This is an optimization exercise on Yosys and OpenROAD, whose aim is small area and a short achievable clock period, not a production implementation. In this exercise RTL edits were held to simulation tests only and were not proved equivalent to the original. No activity file was given, so power comes from the tool's default toggle rates.

==> design.v <==
package stack_pkg;
  localparam int DATA_W_DEF = 8;
  localparam int DEPTH_DEF  = 256;
  typedef enum logic [2:0] {
    OP_NONE,
    OP_PUSH,
    OP_POP,
    OP_REPL,
    OP_TOS
  } stack_op_e;
  function automatic int clog2(input int value);
    int r;
    r = 0;
    for (int i = 0; i < 31; i++) begin
      if ((1 << i) < value) r = i + 1;
    end
    clog2 = r;
  endfunction
endpackage
module stack_ram #(
  parameter int DATA_W = 8,
  parameter int DEPTH  = 256,
  parameter int ADDR_W = 8
) (
  input  logic              clk,
  input  logic              we_i,
  input  logic [ADDR_W-1:0] waddr_i,
  input  logic [DATA_W-1:0] wdata_i,
  input  logic [ADDR_W-1:0] raddr_i,
  output logic [DATA_W-1:0] rdata_o
);
  logic [DATA_W-1:0] mem_q [DEPTH];
  always_ff @(posedge clk) begin
    if (we_i) mem_q[waddr_i] <= wdata_i;
  end
  assign rdata_o = mem_q[raddr_i];
endmodule
module param_stack #(
  parameter int DATA_W = stack_pkg::DATA_W_DEF,
  parameter int DEPTH  = stack_pkg::DEPTH_DEF,
  parameter int PTR_W  = stack_pkg::clog2(DEPTH)
) (
  input  logic              clk,
  input  logic              rst,
  input  logic              push,
  input  logic              pop,
  input  logic              tos,
  input  logic              clr_err,
  input  logic [DATA_W-1:0] d_in,
  output logic [DATA_W-1:0] d_out,
  output logic              d_out_vld,
  output logic [PTR_W:0]    count,
  output logic              empty,
  output logic              full,
  output logic              overflow,
  output logic              underflow
);
  localparam logic [PTR_W:0]   FULL_CNT = (PTR_W + 1)'(DEPTH);
  localparam logic [PTR_W:0]   CNT_ONE  = (PTR_W + 1)'(1);
  localparam logic [PTR_W-1:0] PTR_ONE  = PTR_W'(1);
  stack_pkg::stack_op_e op;
  logic [PTR_W:0]    count_q, count_d;
  logic [DATA_W-1:0] dout_q, dout_d;
  logic              vld_q, vld_d;
  logic              ovf_q, ovf_d;
  logic              unf_q, unf_d;
  logic              ovf_set, unf_set;
  logic              is_empty, is_full;
  logic              we;
  logic [PTR_W-1:0]  top_addr, wr_addr;
  logic [DATA_W-1:0] rd_data;
  assign is_empty = (count_q == '0);
  assign is_full  = (count_q == FULL_CNT);
  assign top_addr = count_q[PTR_W-1:0] - PTR_ONE;
  assign wr_addr  = (op == stack_pkg::OP_REPL && !is_empty) ? top_addr : count_q[PTR_W-1:0];
  always_comb begin
    op = stack_pkg::OP_NONE;
    if (push && pop) op = stack_pkg::OP_REPL;
    else if (push)       op = stack_pkg::OP_PUSH;
    else if (pop)        op = stack_pkg::OP_POP;
    else if (tos)        op = stack_pkg::OP_TOS;
  end
  always_comb begin
    count_d = count_q;
    dout_d  = dout_q;
    vld_d   = 1'b0;
    ovf_set = 1'b0;
    unf_set = 1'b0;
    we      = 1'b0;
    case (op)
      stack_pkg::OP_REPL: begin
        we = 1'b1;
        if (!is_empty) begin
          dout_d = rd_data;
          vld_d  = 1'b1;
        end else begin
          count_d = count_q + CNT_ONE;
          unf_set = 1'b1;
        end
      end
      stack_pkg::OP_PUSH: begin
        if (!is_full) begin
          we      = 1'b1;
          count_d = count_q + CNT_ONE;
        end else begin
          ovf_set = 1'b1;
        end
      end
      stack_pkg::OP_POP: begin
        if (!is_empty) begin
          dout_d  = rd_data;
          vld_d   = 1'b1;
          count_d = count_q - CNT_ONE;
        end else begin
          unf_set = 1'b1;
        end
      end
      stack_pkg::OP_TOS: begin
        if (!is_empty) begin
          dout_d = rd_data;
          vld_d  = 1'b1;
        end else begin
          unf_set = 1'b1;
        end
      end
      default: ;
    endcase
    ovf_d = (ovf_q && !clr_err) || ovf_set;
    unf_d = (unf_q && !clr_err) || unf_set;
  end
  always_ff @(posedge clk) begin
    if (rst) begin
      count_q <= '0;
      dout_q  <= '0;
      vld_q   <= 1'b0;
      ovf_q   <= 1'b0;
      unf_q   <= 1'b0;
    end else begin
      count_q <= count_d;
      dout_q  <= dout_d;
      vld_q   <= vld_d;
      ovf_q   <= ovf_d;
      unf_q   <= unf_d;
    end
  end
  stack_ram #(
    .DATA_W (DATA_W),
    .DEPTH  (DEPTH),
    .ADDR_W (PTR_W)
  ) u_ram (
    .clk     (clk),
    .we_i    (we && !rst),
    .waddr_i (wr_addr),
    .wdata_i (d_in),
    .raddr_i (top_addr),
    .rdata_o (rd_data)
  );
  assign count     = count_q;
  assign empty     = is_empty;
  assign full      = is_full;
  assign d_out     = dout_q;
  assign d_out_vld = vld_q;
  assign overflow  = ovf_q;
  assign underflow = unf_q;
endmodule
==> run.sh <==
#!/bin/bash
# synth_recipe.tcl (not shown) runs the flow's synth.tcl, then flattens the netlist and writes it again
# the make line also repeats each setting of config.mk as NAME=value (left out here)
make -C /OpenROAD-flow-scripts/flow DESIGN_CONFIG=/design/flow/config.mk WORK_HOME=/design/flow/orfs CLKGATE_MAP_FILE= SYNTH_SCRIPT=/design/flow/synth_recipe.tcl finish
==> config.mk <==
export PLATFORM = sky130hd
export DESIGN_NAME = param_stack
export DESIGN_NICKNAME = param_stack
export VERILOG_FILES = /design/flow/design.v
export SDC_FILE = /design/flow/constraint.sdc
export NUM_CORES = 4
export LEC_CHECK = 0
export CAP_MARGIN = 20
export CORE_MARGIN = 2
export CORE_UTILIZATION = 45
export SLEW_MARGIN = 20
==> constraint.sdc <==
create_clock -name core_clock -period 4.5 [get_ports {clk}]
set_input_delay 0.9000 -clock core_clock [delete_from_list [all_inputs] [get_ports {clk}]]
set_output_delay 0.9000 -clock core_clock [all_outputs]
set_load 0.01 [all_outputs]
==> results.txt <==
[metrics by stage]
stage          hold slack (ns)  total power, uW  utilization (%)  cells
6_report                 0.500            61000             52.5   7005
5_1_grt                  0.490            63300             52.5   7003
4_1_cts                  0.499            61500             52.5   7001
3_5_place_dp             0.486            43200             48.4   6612
3_3_place_gp             0.476            43100             48.4   6612
2_1_floorplan            0.529            34900                -   4056
[per-layer routing]
layer | up-vias | part of all wire, % | GRT usage (%)
li1 | 17400 | - | -
met1 | 21800 | 41 | 31.4
met2 | 1606 | 49 | 35.8
met3 | 300 | 6.7 | 3.47
met5 | - | 0 | 0
met4 | 0 | 3.0 | 6.92
[layout by cell type, fill, tap and decap left out, types with 33 or more instances in the layout]
cell type	netlist	routed
clkinv_1	0	34
clkbuf_16	0	208
edfxtp_1	2048	2048
buf_4	19	350
nand2_1	381	364
buf_12	0	40
mux4_2	520	520
nor2_1	284	284
nor3_1	33	33
clkinv_2	0	42
nand3_1	141	141
mux2i_1	92	92
bufinv_16	0	38
[worst min-delay path: cells and delay by family (launching register included)]
kind	cells	cell delay (ns)
simple gates	1	0.07
flops	1	0.32
compound gates	1	0.07
[power by group through the flow]
stage / combinational [uW] / sequential (uW) / clock (uW)
after CTS: 21300 / 21500 / 18600
final: 21200 / 21500 / 18300
after detailed placement: 21200 / 21900 / 0
after global routing: 22300 / 21500 / 19400
after global placement: 21200 / 21900 / 0
after floorplan: 13000 / 21900 / 0
[kinds of logic (layout without fill, tap and decap cells)]
logic type	count (synthesis)	in the layout	share of synthesized area (%)
AOI/OAI and AO/OA	175	175	1.72
DFF	2068	2068	76.0
and+or+nand+nor	926	926	4.99
other	0	3	0
xor gates and xnor gates	15	15	0.193
buffers and inverters	249	825	1.45
muxes	613	613	15.5
adders and majority gates	10	10	0.163
[worst max-delay path by stage]
stage / end / startpoint / depth (start not counted)
2_1_floorplan: u_ram.mem_q[105][0] / count_q[0] / 15
3_3_place_gp: u_ram.mem_q[178][1] / push / 10
3_5_place_dp: u_ram.mem_q[35][1] / push / 9
4_1_cts: u_ram.mem_q[35][5] / count_q[0] / 11
5_1_grt: u_ram.mem_q[35][5] / count_q[0] / 11
6_report: u_ram.mem_q[35][5] / count_q[0] / 11
[layout make-up]
| class | count | area (um^2) |
|---|---|---|
| Timing Repair Buffer | 426 | 3850 |
| Antenna cell | 3 | 7.51 |
| Clock buffer | 245 | 5390 |
| Fill cell | 14100 | 85700 |
| Clock inverter | 144 | 1980 |
| Tap cell | 2370 | 2970 |
| Inverter | 10 | 37.5 |
| Sequential cell | 2068 | 61900 |
| Multi-Input combinational cell | 1739 | 18500 |
[state kept, by name (all words and copies together) (netlist names)]
name,cells
vld_q,1
unf_q,1
u_ram.mem_q,2048
count_q,9
ovf_q,1
dout_q,8
==> impl_metrics.tcl <==
set metrics [dict create \
    outcome "no timing/DRC/antenna violations" \
    clockBufferDepth 3 \
    worstReg2RegStart "count_q[0]" \
    clockRootBuffer "clkbuf_16" \
    worstHoldStart "unf_q" \
    die_area_um2 185000 \
    drv_cap 0 \
    synth_cells 4056 \
    fin_setup_tns_ns 0 \
    place_area_um2 87200 \
    synth_common_cells "2048 x edfxtp_1, 520 x mux4_2, 381 x nand2_1" \
    first_global_vias 41700 \
    synth.distinct_cells 80 \
    grt_max_degree 148 \
    synth_flop_cell "edfxtp_1" \
    gp_congestion 0.842 \
    synth.top_cell.area_share_pct 75.5 \
    syn_avg_cell_area_um2 20.1 \
    holdBufCountCts 0 \
    finalHoldViolCount 0 \
    synth_top_cell_by_area "edfxtp_1" \
    power_leakage_uw 0.0301 \
    slowest_stage "nor2_1" \
    worstPathCellList "inv_1 > ha_4 > nor4b_2 > a31oi_1 > buf_4 > a21oi_1 > a31oi_1 > o21ai_0 > nand2_2 > buf_4 > nor2_1" \
    final-setup-viol-count 0 \
    cts_sinks 2068 \
    setup.worst_path.start_class "flop" \
    dr_total_vias 41000 \
    port_buffers 35 \
    path_delay_family "simple AND/OR/NAND/NOR gates" \
    cts_tree "built" \
    worst-path-buf-inv 3 \
    rsz0062_at_grt "false" \
    initial_utilization_pct 45.2 \
    grt_util_all_layers_pct 22.2 \
    internal_power_uw 40200 \
    pre_cts_ws_ns 0.0723 \
    rows 156 \
    synth_area_leaders "edfxtp_1 75%, mux4_2 14%, nand2_1 1.8%" \
    yosys_warnings 2 \
    routed_via_density 5.86 \
    synth.ff_latch_count 2068 \
    cts_buffers 208 \
    fin_skew_ns 0.0767 \
    cts_setup_buffers 0 \
    layout-drive-gt1-share_pct 28.5 \
    cts.repair.resized 0 \
    ant_nets 0 \
    p_seq_share_pct 35.3 \
    fin_area_um2 94600 \
    clk_latency_ns 0.86 \
    worst-path-max-fanout 10 \
    setup.worst_path.end_class "flop" \
    overflow 0 \
    core_um2 180000 \
    antenna_found_initial 3 \
    period_share_pct 94.4 \
    syn_area_um2 81500 \
    fin_crit_ns 4.25 \
    drt-initial-drc-count 4829 \
    drc 0 \
    fmax_ghz 0.235 \
    crit_arrival_ns 4.67 \
    hpwl_um 124000 \
    async_reset_ff_share_pct 0 \
    holdPathStages 2 \
    area_delta_synth_final_pct 16.1 \
    setup_slack_ns 0.251 \
    tightestPinTransition_ns 1.06 \
    reg2reg_to "u_ram.mem_q[35][5]" \
    die_y_um 430 \
    dr.pass1.iters 6 \
    reg2reg_slack_ns 0.25 \
    ir_drop_mv 0.590 \
    grt_pass1_wl_um 298000 \
    drv_slew 0 \
    synth_nets 4080 \
    critPathMaxStageDelay_ns 0.74 \
    path_class "reg -> reg" \
    drt-total-wl_um 205000 \
    clk_pin_slew_ns 0.06 \
    layout.nets 4477 \
    ios 36 \
    cts_htree_levels 4 \
    whs_endpoint "unf_q" \
    crit_required_ns 4.92 \
    power_switching_uw 20800 \
    synth_edf_count 2048 \
    clkPwrFrac_pct 30.0 \
    synth_most_common_cell "edfxtp_1" \
    relSlewSlack_pct 29.1 \
    reg2reg_depth 11 \
    wl_per_cell_um 29.2 \
    hold_class "reg -> reg" \
    swShare_pct 34.1 \
    die_w_um 430 \
    yosysSeqAreaShare_pct 76.0 \
    power.density_nw_per_um2 645 \
    comb_power_share_pct 34.7 \
]

-- afterwards: timing with drivers on the ports --
In the flow no input, the clock included, has a driving cell. The finished layout below was timed again as built, in two steps.
Step 1 (the two cells are an assumption about what drives the block):
set clk [get_ports {clk}]
set_driving_cell -lib_cell sky130_fd_sc_hd__clkbuf_16 $clk
set_driving_cell -lib_cell sky130_fd_sc_hd__buf_2 [delete_from_list [all_inputs] $clk]
Step 2, shift: input delay + t, output delay - t, t = (earliest + latest rising clock arrival at the registers) / 2. This alone moves slack from input paths to output paths.
Three values: ideal, step 1, step 2; two values: the first two.
t (ns): 0.907
slack for setup (ns): 0.251 / 0.251 / -0.013
worst slew at a driven data input, ns: 0.06
With both steps, setup timing fails in this run, where it was met with ideal ports. The setup slack of this run moves by 0.000 ns with the drivers and by -0.264 ns with both steps.
